This design comes from an exercise in tuning for a short achievable clock period and few clock cycles on the open sky130 flow, not from production work.
In this exercise RTL edits were held to simulation tests only and were not proved equivalent to the original.

== old ==
Design pipelineTop, start of the top module:
module pipelineTop (
	input logic CLK,
	input logic RSTB,
	input logic imemWrite,
	input logic [5:0] imemAddr,
	input logic [31:0] imemData,
	input logic run,
	output logic wbWrite,
	output logic [3:0] wbDst,
	output logic [15:0] wbData
);
Size: about 3700 cells after synthesis, about 63 I/O pins, about 50000 µm² of cells after synthesis.
==> module fetchStage, before the edit <==
module fetchStage (
	input logic CLK,
	input logic RSTB,
	input logic imemWrite,
	input pipePkg::pcT imemAddr,
	input pipePkg::instrT imemData,
	input logic run,
	input logic dValid,
	input pipePkg::regIdT dDst,
	output logic fValid,
	output pipePkg::opT fOp,
	output logic fMatch1,
	output logic fMatch2
);
	localparam int N = pipePkg::IMEM_DEPTH;
	localparam int K = pipePkg::SKIP_WINDOW;
	logic [N-1:0] valid;
	logic [N-1:0][pipePkg::OP_WIDTH-1:0] mem;
	pipePkg::opT newOp;
	assign newOp.sub = imemData[pipePkg::SUB3_BIT] | imemData[pipePkg::ADD1_BIT];
	assign newOp.add = imemData[pipePkg::ADD4_BIT] | imemData[pipePkg::ADD1_BIT];
	assign newOp.src = imemData[pipePkg::SRC_LSB +: pipePkg::REG_ID_WIDTH];
	assign newOp.dst = imemData[pipePkg::DST_LSB +: pipePkg::REG_ID_WIDTH];
	always_ff @(posedge CLK)
	begin
		for (int i = 0; i < N; i++)
		begin
			if (imemWrite && (imemAddr == pipePkg::pcT'(i)))
			begin
				valid[i] <= |imemData[pipePkg::ADD1_BIT +: 4];
				mem[i] <= newOp;
			end
		end
	end
	logic [N-1:0] pc;
	logic [N-1:0] pick;
	logic [N-1:0] pickNext;
	logic [N-1:0] pcNext;
	for (genvar i = 0; i < N; i++)
	begin : g_pick
		logic [K:0] clear;
		logic [K-1:0] hit;
		assign clear[0] = 1'b1;
		for (genvar m = 1; m <= K; m++)
		begin : g_clear
			assign clear[m] = clear[m-1] & ~valid[(i - m + N) % N];
		end
		for (genvar m = 0; m < K; m++)
		begin : g_hit
			assign hit[m] = pc[(i - m + N) % N] & clear[m];
		end
		assign pickNext[i] = valid[i] & (|hit);
		assign pcNext[i] = pickNext[(i - 1 + N) % N] | (pc[(i - K + N) % N] & clear[K]);
	end
	localparam int P = 2 * K;
	logic [P-1:0] preValid;
	logic [P:0] preStart;
	logic [P:0] prePick0;
	logic [P:0] preAfter0;
	logic [P:0] prePick1;
	logic [P:0] preAfter1;
	logic preAny0;
	pipePkg::opT preWord;
	for (genvar i = 0; i < P; i++)
	begin : g_preValid
		assign preValid[i] = (imemWrite && (imemAddr == pipePkg::pcT'(i)))
			? |imemData[pipePkg::ADD1_BIT +: 4] : valid[i];
	end
	function automatic logic [2*(P+1)-1:0] preStep(input logic [P:0] at, input logic [P-1:0] v);
		logic [P:0] picked;
		logic [P:0] after;
		logic clr;
		logic hit;
		picked = '0;
		after = '0;
		for (int i = 0; i < P; i++)
		begin
			hit = 1'b0;
			clr = 1'b1;
			for (int m = 0; m < K; m++)
			begin
				if (i - m >= 0)
					hit = hit | (at[i - m] & clr);
				if (i - m - 1 >= 0)
					clr = clr & ~v[i - m - 1];
			end
			picked[i] = v[i] & hit;
		end
		for (int i = 1; i <= P; i++)
		begin
			clr = 1'b1;
			for (int m = 1; m <= K; m++)
				if (i - m >= 0)
					clr = clr & ~v[i - m];
			after[i] = picked[i - 1] | ((i - K >= 0) ? (at[i - K] & clr) : 1'b0);
		end
		preStep = {picked, after};
	endfunction
	assign preStart = (P+1)'(1);
	assign {prePick0, preAfter0} = preStep(preStart, preValid);
	assign {prePick1, preAfter1} = preStep(preAfter0, preValid);
	assign preAny0 = |prePick0;
	always_comb
	begin
		preWord = '0;
		for (int i = 0; i < K; i++)
		begin
			if (imemWrite && (imemAddr == pipePkg::pcT'(i)))
				preWord |= newOp & {pipePkg::OP_WIDTH{prePick0[i]}};
			else
				preWord |= mem[i] & {pipePkg::OP_WIDTH{prePick0[i]}};
		end
	end
	always_ff @(posedge CLK or negedge RSTB)
	begin
		if (!RSTB)
		begin
			pc <= N'(1);
			pick <= '0;
		end
		else if (run)
		begin
			pc <= pcNext;
			pick <= pickNext;
		end
		else
		begin
			pc <= N'(preAfter1);
			pick <= N'(prePick1);
		end
	end
	localparam int G = 8;
	localparam int SRC_LSB = pipePkg::REG_ID_WIDTH;
	logic [N/G-1:0][pipePkg::OP_WIDTH-1:0] grpWord;
	logic [N/G-1:0][pipePkg::OP_WIDTH-1:0] grpOp;
	logic [N/G-1:0] grpValid;
	pipePkg::opT word;
	always_comb
	begin
		for (int g = 0; g < N / G; g++)
		begin
			grpWord[g] = '0;
			for (int i = g * G; i < (g + 1) * G; i++)
				grpWord[g] |= mem[i] & {pipePkg::OP_WIDTH{pick[i]}};
		end
	end
	always_comb
	begin
		word = '0;
		for (int g = 0; g < N / G; g++)
			word |= grpOp[g];
	end
	logic match1;
	logic match2;
	always_comb
	begin
		match1 = 1'b0;
		match2 = 1'b0;
		for (int g = 0; g < N / G; g++)
		begin
			match1 |= grpValid[g] && (grpOp[g][SRC_LSB +: pipePkg::REG_ID_WIDTH] == fOp.dst);
			match2 |= grpValid[g] && (grpOp[g][SRC_LSB +: pipePkg::REG_ID_WIDTH] == dDst);
		end
		match1 &= fValid;
		match2 &= dValid;
	end
	always_ff @(posedge CLK or negedge RSTB)
	begin
		if (!RSTB)
		begin
			grpValid <= '0;
			fValid <= 1'b0;
		end
		else
		begin
			for (int g = 0; g < N / G; g++)
				grpValid[g] <= |pick[g * G +: G];
			if (!run)
				grpValid[0] <= preAny0;
			fValid <= run && (|grpValid);
		end
	end
	always_ff @(posedge CLK)
	begin
		grpOp <= grpWord;
		if (!run)
			grpOp[0] <= preWord;
		fOp <= word;
		fMatch1 <= match1;
		fMatch2 <= match2;
	end
endmodule
Settings: LEC_CHECK=0, CAP_MARGIN=20, CORE_MARGIN=2, CORE_UTILIZATION=60, CTS_CLUSTER_DIAMETER=100, CTS_CLUSTER_SIZE=24, HOLD_SLACK_MARGIN=0.05, SETUP_SLACK_MARGIN=2.0, SLEW_MARGIN=20; clock period 3.6 ns.
run.sh (not shown) runs the stock make flow with config.mk's settings and CLKGATE_MAP_FILE= SYNTH_SCRIPT=/design/flow/synth_recipe.tcl, a recipe that flattens the netlist after the stock synthesis.
Testbench counts of old, summed over its fixed seeds: cycles 6,272.
Inputs modified between old and new:
diff --git a/flow/design.v b/flow/design.v
--- a/flow/design.v
+++ b/flow/design.v
@@ -47,19 +47,24 @@
 	pipePkg::opT newOp;
 	assign newOp.sub = imemData[pipePkg::SUB3_BIT] | imemData[pipePkg::ADD1_BIT];
 	assign newOp.add = imemData[pipePkg::ADD4_BIT] | imemData[pipePkg::ADD1_BIT];
 	assign newOp.src = imemData[pipePkg::SRC_LSB +: pipePkg::REG_ID_WIDTH];
 	assign newOp.dst = imemData[pipePkg::DST_LSB +: pipePkg::REG_ID_WIDTH];
+	logic [N-1:0] wordWrite;
+	always_comb
+	begin
+		for (int i = 0; i < N; i++)
+			wordWrite[i] = imemWrite && (imemAddr == pipePkg::pcT'(i));
+	end
 	always_ff @(posedge CLK)
 	begin
 		for (int i = 0; i < N; i++)
 		begin
-			if (imemWrite && (imemAddr == pipePkg::pcT'(i)))
-			begin
-				valid[i] <= |imemData[pipePkg::ADD1_BIT +: 4];
-				mem[i] <= newOp;
-			end
+			valid[i] <= (valid[i] & ~wordWrite[i])
+				| ((|imemData[pipePkg::ADD1_BIT +: 4]) & wordWrite[i]);
+			mem[i] <= (mem[i] & ~{pipePkg::OP_WIDTH{wordWrite[i]}})
+				| (newOp & {pipePkg::OP_WIDTH{wordWrite[i]}});
 		end
 	end
 	logic [N-1:0] pc;
 	logic [N-1:0] pick;
 	logic [N-1:0] pickNext;
@@ -87,15 +92,14 @@
 	logic [P:0] preAfter0;
 	logic [P:0] prePick1;
 	logic [P:0] preAfter1;
 	logic preAny0;
 	pipePkg::opT preWord;
-	for (genvar i = 0; i < P; i++)
-	begin : g_preValid
-		assign preValid[i] = (imemWrite && (imemAddr == pipePkg::pcT'(i)))
-			? |imemData[pipePkg::ADD1_BIT +: 4] : valid[i];
-	end
+	logic stale;
+	logic reload;
+	assign preValid = valid[P-1:0];
+	assign reload = !run || stale;
 	function automatic logic [2*(P+1)-1:0] preStep(input logic [P:0] at, input logic [P-1:0] v);
 		logic [P:0] picked;
 		logic [P:0] after;
 		logic clr;
 		logic hit;
@@ -130,33 +134,33 @@
 	assign preAny0 = |prePick0;
 	always_comb
 	begin
 		preWord = '0;
 		for (int i = 0; i < K; i++)
-		begin
-			if (imemWrite && (imemAddr == pipePkg::pcT'(i)))
-				preWord |= newOp & {pipePkg::OP_WIDTH{prePick0[i]}};
-			else
-				preWord |= mem[i] & {pipePkg::OP_WIDTH{prePick0[i]}};
-		end
+			preWord |= mem[i] & {pipePkg::OP_WIDTH{prePick0[i]}};
 	end
 	always_ff @(posedge CLK or negedge RSTB)
 	begin
 		if (!RSTB)
 		begin
 			pc <= N'(1);
 			pick <= '0;
-		end
-		else if (run)
-		begin
-			pc <= pcNext;
-			pick <= pickNext;
+			stale <= 1'b0;
 		end
 		else
 		begin
-			pc <= N'(preAfter1);
-			pick <= N'(prePick1);
+			if (reload)
+			begin
+				pc <= N'(preAfter1);
+				pick <= N'(prePick1);
+			end
+			else
+			begin
+				pc <= pcNext;
+				pick <= pickNext;
+			end
+			stale <= imemWrite && (imemAddr < pipePkg::pcT'(P));
 		end
 	end
 	localparam int G = 8;
 	localparam int SRC_LSB = pipePkg::REG_ID_WIDTH;
 	logic [N/G-1:0][pipePkg::OP_WIDTH-1:0] grpWord;
@@ -201,19 +205,19 @@
 		end
 		else
 		begin
 			for (int g = 0; g < N / G; g++)
 				grpValid[g] <= |pick[g * G +: G];
-			if (!run)
+			if (reload)
 				grpValid[0] <= preAny0;
-			fValid <= run && (|grpValid);
+			fValid <= run && !stale && (|grpValid);
 		end
 	end
 	always_ff @(posedge CLK)
 	begin
 		grpOp <= grpWord;
-		if (!run)
+		if (reload)
 			grpOp[0] <= preWord;
 		fOp <= word;
 		fMatch1 <= match1;
 		fMatch2 <= match2;
 	end
==> comparison <==
- The overall global routing resource usage of new and that of old are within noise of each other.
- Max routed wire length across old and new: old
- NOTE: final estimated routing congestion in global placement in new falls short of that of old
- Smallest setup slack after layout: new vs old up 0.25 ns
- Summary of new over old: wire length of the first global-routing pass fell about 2%; share of synthesized flip-flops with an asynchronous set or reset about even.
- new vs old — buffering overhead dropped 1.6 points.
Testbench counts of new, summed over its fixed seeds: cycles 6,273.

port drivers added, routing unchanged:
Ports are ideal in the flow. The routed layouts listed here were re-timed in OpenROAD.
Step 1 sets driving cells, clkbuf_16 on the clock port and buf_2 on the other inputs (assumed; they add their load-dependent delay and slew).
Step 2 adds t to the input delays and takes it off the output delays; t is the mean of the earliest and latest rising clock arrival at the registers after step 1. Input paths then give back, and output paths get back, about the clock's delay inside the block.
Three values: no drivers, after step 1, after step 2; two values: the first two.
run | t, ns | slack for setup (ns) | worst setup path after step 2 | worst data-port slew with drivers (ns) | pins driven straight from the clock port
old | 0.716 | 1.478 / 1.498 / 0.783 | input to register | 0.06 | 1
new | 0.708 | 1.726 / 1.651 / 1.260 | input to register | 0.05 | 1
After both steps every run listed still meets setup and hold. The setup slack of old, which loses most, moves by +0.020 ns with the drivers and by -0.695 ns with both steps.
